Background: an optimization exercise with open tools, aiming at small area, a short achievable clock period and few clock cycles per item. Do not read the settings as production practice.
Only simulation tests tie the RTL to the original design; equivalence was not proved.

==> flow/design.v <==
package ldpc_pkg;
    localparam int Z     = 4;
    localparam int BR    = 2;
    localparam int BC    = 4;
    localparam int N_VAR = BC * Z;
    localparam int N_CHK = BR * Z;
    localparam int N_EDGE = N_CHK * BC;    
    localparam int LLR_W   = 5;
    localparam int MSG_MAX = 15;
    localparam int SUM_W   = 8;
    localparam int CIDX_W  = $clog2(BC);
    localparam logic [2*BR*BC-1:0] SHIFT = 16'b01_11_00_10_11_10_01_00;
    function automatic int shift_of(int row, int col);
        shift_of = 0;
        shift_of[1:0] = SHIFT[(row * BC + col) * 2 +: 2];
    endfunction
    localparam int MAX_ITER = 8;
    localparam int ITER_W   = 4;
    localparam int IN_CREDITS  = 2;
    localparam int OUT_CREDITS = 2;
    localparam int Q_PTR_W     = $clog2(IN_CREDITS);
    localparam int Q_CNT_W     = $clog2(IN_CREDITS + 1);
    localparam int OCR_W       = $clog2(OUT_CREDITS + 1);
    function automatic int var_of(int chk, int col);
        var_of = col * Z + ((chk % Z) + shift_of(chk / Z, col)) % Z;
    endfunction
    function automatic int edge_of(int vidx, int row);
        int col;
        int t;
        col = vidx / Z;
        t = vidx % Z;
        edge_of = (row * Z + (t - shift_of(row, col) + Z) % Z) * BC + col;
    endfunction
endpackage
`timescale 1ns/1ps
module cnu (
    input  logic [3:0]  sgn_in,
    input  logic [15:0] mag_in,
    output logic [3:0] min1,
    output logic [3:0] min2,
    output logic [1:0] min_idx
);
    logic [3:0] m [4];
    logic bt [4][4];           
    logic [3:0] first, second;
    always_comb begin
        for (int i = 0; i < 4; i++) m[i] = mag_in[4*i +: 4];
        for (int i = 0; i < 4; i++)
            for (int j = i + 1; j < 4; j++) begin
                bt[i][j] = !(m[j] < m[i]);    
                bt[j][i] = !bt[i][j];
            end
        for (int i = 0; i < 4; i++) begin
            logic [1:0] wins;
            wins = 0;
            first[i] = 1'b1;
            for (int j = 0; j < 4; j++)
                if (j != i) begin
                    first[i] = first[i] & bt[i][j];
                    wins = wins + 2'(bt[i][j]);
                end
            second[i] = (wins == 2'd2);
        end
        min1 = '0;
        min2 = '0;
        for (int i = 0; i < 4; i++) begin
            min1 = min1 | (m[i] & {4{first[i]}});
            min2 = min2 | (m[i] & {4{second[i]}});
        end
        min_idx = {first[2] | first[3], first[1] | first[3]};
    end
endmodule
`timescale 1ns/1ps
module cnu_bank (
    input  logic clk,
    input  logic clear,       
    input  logic [ldpc_pkg::N_EDGE-1:0]   v2c_sgn,    
    input  logic [ldpc_pkg::N_EDGE*4-1:0] v2c_mag,
    output logic [ldpc_pkg::N_EDGE-1:0]   c2v_sgn,    
    output logic [ldpc_pkg::N_EDGE*4-1:0] c2v_mag
);
    localparam int NC = ldpc_pkg::N_CHK;
    localparam int BC = ldpc_pkg::BC;
    logic [3:0] m1_q [NC];
    logic [3:0] m2_q [NC];
    logic [1:0] ix_q [NC];
    logic [BC-1:0] sg_q [NC];
    for (genvar c = 0; c < NC; c++) begin : g_chk
        logic [3:0] m1, m2;
        logic [1:0] ix;
        cnu u_cnu (
            .sgn_in  (v2c_sgn[c*BC +: BC]),
            .mag_in  (v2c_mag[c*BC*4 +: BC*4]),
            .min1    (m1),
            .min2    (m2),
            .min_idx (ix)
        );
        always_ff @(posedge clk) begin
            m1_q[c] <= clear ? 4'd0 : m1;
            m2_q[c] <= clear ? 4'd0 : m2;
            ix_q[c] <= ix;
            sg_q[c] <= v2c_sgn[c*BC +: BC];
        end
        for (genvar j = 0; j < BC; j++) begin : g_col
            assign c2v_mag[(c*BC+j)*4 +: 4] = (ix_q[c] == 2'(j)) ? m2_q[c] : m1_q[c];
            assign c2v_sgn[c*BC+j] = ^sg_q[c] ^ sg_q[c][j];
        end
    end
endmodule
`timescale 1ns/1ps
module vnu (
    input  logic signed [4:0] llr,
    input  logic       s0, input logic [3:0] m0,
    input  logic       s1, input logic [3:0] m1,
    output logic       vs0, output logic [3:0] vm0,
    output logic       vs1, output logic [3:0] vm1,
    output logic       dec
);
    function automatic logic [5:0] add5(logic [4:0] a, logic [4:0] b, logic cin);
        logic c;
        c = cin;
        for (int i = 0; i < 5; i++) begin
            add5[i] = a[i] ^ b[i] ^ c;
            c = (a[i] & b[i]) | (c & (a[i] ^ b[i]));
        end
        add5[5] = a[4] ^ b[4] ^ c;
    endfunction
    function automatic logic sgn65(logic [5:0] a, logic [4:0] b, logic cin);
        logic c;
        logic [5:0] bb;
        bb = {b[4], b};
        c = cin;
        for (int i = 0; i < 6; i++)
            c = (a[i] & bb[i]) | (c & (a[i] ^ bb[i]));
        sgn65 = a[5] ^ bb[5] ^ c;    
    endfunction
    function automatic logic [4:0] satmag(logic [5:0] e);
        logic n;
        logic [5:0] t;
        logic [3:0] inc;
        logic sat;
        n = e[5];
        t = e ^ {6{n}};
        inc = t[3:0] + 4'(n);
        sat = t[4] | (t[3:0] == 4'd15) | (n & (t[3:0] == 4'd14));
        satmag = {n, sat ? 4'd15 : inc};
    endfunction
    logic [4:0] b0, b1;
    logic [5:0] e0, e1;
    assign b0 = {s0, m0 ^ {4{s0}}};
    assign b1 = {s1, m1 ^ {4{s1}}};
    assign e0 = add5(llr, b1, s1);
    assign e1 = add5(llr, b0, s0);
    assign dec = sgn65(e0, b0, s0);
    assign {vs0, vm0} = satmag(e0);
    assign {vs1, vm1} = satmag(e1);
endmodule
`timescale 1ns/1ps
module vnu_bank (
    input  logic [ldpc_pkg::N_VAR*ldpc_pkg::LLR_W-1:0] chan_llr,
    input  logic [ldpc_pkg::N_EDGE-1:0]   c2v_sgn,    
    input  logic [ldpc_pkg::N_EDGE*4-1:0] c2v_mag,
    output logic [ldpc_pkg::N_EDGE-1:0]   v2c_sgn,    
    output logic [ldpc_pkg::N_EDGE*4-1:0] v2c_mag,
    output logic [ldpc_pkg::N_VAR-1:0] dec
);
    for (genvar v = 0; v < ldpc_pkg::N_VAR; v++) begin : g_var
        localparam int E0 = ldpc_pkg::edge_of(v, 0);
        localparam int E1 = ldpc_pkg::edge_of(v, 1);
        vnu u_vnu (
            .llr (chan_llr[v*ldpc_pkg::LLR_W +: ldpc_pkg::LLR_W]),
            .s0  (c2v_sgn[E0]),
            .m0  (c2v_mag[E0*4 +: 4]),
            .s1  (c2v_sgn[E1]),
            .m1  (c2v_mag[E1*4 +: 4]),
            .vs0 (v2c_sgn[E0]),
            .vm0 (v2c_mag[E0*4 +: 4]),
            .vs1 (v2c_sgn[E1]),
            .vm1 (v2c_mag[E1*4 +: 4]),
            .dec (dec[v])
        );
    end
endmodule
`timescale 1ns/1ps
module syndrome_check (
    input  logic [ldpc_pkg::N_VAR-1:0] dec,
    output logic syn_zero
);
    logic [ldpc_pkg::N_CHK-1:0] parity;
    for (genvar c = 0; c < ldpc_pkg::N_CHK; c++) begin : g_chk
        logic [ldpc_pkg::BC-1:0] bits;
        for (genvar j = 0; j < ldpc_pkg::BC; j++) begin : g_col
            assign bits[j] = dec[ldpc_pkg::var_of(c, j)];
        end
        assign parity[c] = ^bits;
    end
    assign syn_zero = ~|parity;    
endmodule
`timescale 1ns/1ps
module ldpc_decoder (
    input  logic clk,
    input  logic rst,
    input  logic in_valid,
    input  logic [ldpc_pkg::N_VAR*ldpc_pkg::LLR_W-1:0] in_llr,
    output logic in_credit,
    output logic out_valid,
    output logic [ldpc_pkg::N_VAR-1:0] out_bits,
    output logic [ldpc_pkg::ITER_W-1:0] out_iters,
    output logic out_ok,
    input  logic out_credit
);
    localparam int FW = ldpc_pkg::N_VAR * ldpc_pkg::LLR_W;
    logic [FW-1:0] slot0, slot1;
    logic v0, v1;
    logic [ldpc_pkg::ITER_W-1:0] iter;
    logic full;                        
    logic [ldpc_pkg::OCR_W-1:0] out_cnt;
    logic [ldpc_pkg::N_EDGE-1:0]   v2c_sgn, c2v_sgn;
    logic [ldpc_pkg::N_EDGE*4-1:0] v2c_mag, c2v_mag;
    logic [ldpc_pkg::N_VAR-1:0] dec;
    logic syn_zero;
    logic done, pop, restart;
    assign done      = v0 && (syn_zero || iter[3]);    
    assign out_valid = full && (out_cnt != '0);
    assign pop       = done && (!full || out_valid);
    assign restart   = done || !v0;    
    always_ff @(posedge clk) begin
        if (pop || !v0)
            slot0 <= v1 ? slot1 : in_llr;
        if (in_valid)
            slot1 <= in_llr;
    end
    always_ff @(posedge clk or posedge rst) begin
        if (rst) begin
            v0        <= 1'b0;
            v1        <= 1'b0;
            iter      <= '0;
            full      <= 1'b0;
            out_cnt   <= ldpc_pkg::OCR_W'(ldpc_pkg::OUT_CREDITS);
            in_credit <= 1'b0;
        end else begin
            if (pop) begin
                v0 <= v1 || in_valid;
                v1 <= v1 && in_valid;
            end else begin
                v0 <= v0 || in_valid;
                v1 <= v1 || (v0 && in_valid);
            end
            iter      <= restart ? '0 : iter + 1'b1;
            in_credit <= pop;
            out_cnt   <= out_cnt - ldpc_pkg::OCR_W'(out_valid) + ldpc_pkg::OCR_W'(out_credit);
            if (pop)
                full <= 1'b1;
            else if (out_valid)
                full <= 1'b0;
        end
    end
    always_ff @(posedge clk) begin
        if (pop) begin
            out_bits  <= dec;
            out_iters <= iter;
            out_ok    <= syn_zero;
        end
    end
    cnu_bank u_cnu_bank (
        .clk     (clk),
        .clear   (restart),
        .v2c_sgn (v2c_sgn),
        .v2c_mag (v2c_mag),
        .c2v_sgn (c2v_sgn),
        .c2v_mag (c2v_mag)
    );
    vnu_bank u_vnu_bank (
        .chan_llr (slot0),
        .c2v_sgn  (c2v_sgn),
        .c2v_mag  (c2v_mag),
        .v2c_sgn  (v2c_sgn),
        .v2c_mag  (v2c_mag),
        .dec      (dec)
    );
    syndrome_check u_syndrome_check (
        .dec      (dec),
        .syn_zero (syn_zero)
    );
endmodule
Settings: LEC_CHECK=0, CAP_MARGIN=20, CORE_MARGIN=2, CORE_UTILIZATION=40, SLEW_MARGIN=20; clock period 14.0 ns.
run.sh (not shown) runs the stock make flow with config.mk's settings and CLKGATE_MAP_FILE= SYNTH_SCRIPT=/design/flow/synth_recipe.tcl, a recipe that flattens the netlist after the stock synthesis.
The starting point passed the timing, design-rule and antenna checks.
Testbench counts at the start, summed over its fixed seeds: cycles 3,199, items 1,200.
==> next run, changes <==
ABC_AREA = 1   (was not set)
After rerunning: Routed wire length grows by 5.1%; maximum frequency grows by 8.8%; synthesized cell count grows by 39%; worst setup slack improves by 0.59 ns; final cell count grows by 30%; die area grows by 4.6%; register-to-register slack improves by 0.59 ns; hold slack degrades by 0.030 ns.

[afterwards: timing with drivers on the ports]
Ports are ideal in the flow. The routed layouts listed here were re-timed in OpenROAD.
Step 1 sets driving cells, clkbuf_16 on the clock port and buf_2 on the other inputs (assumed; they add their load-dependent delay and slew).
Step 2 also shifts input and output timing later by t, the mid clock arrival at the registers, as if the neighbouring blocks saw the same clock.
a / b / c = ideal ports / drivers / drivers and shift; a / b = the first two.
| run | shift t [ns] | setup WS [ns] | latest minus earliest clock arrival (ns) | worst register clock-pin slew, ns | worst data-port slew with drivers (ns) |
|---|---|---|---|---|---|
| the first run | 0.623 | 6.712 / 6.712 / 6.712 | 0.025 / 0.025 | 0.06 / 0.06 | 0.06 |
| the second run | 0.625 | 7.304 / 7.304 / 7.304 | 0.027 / 0.026 | 0.07 / 0.07 | 0.04 |
After both steps setup and hold are still met in every run listed.
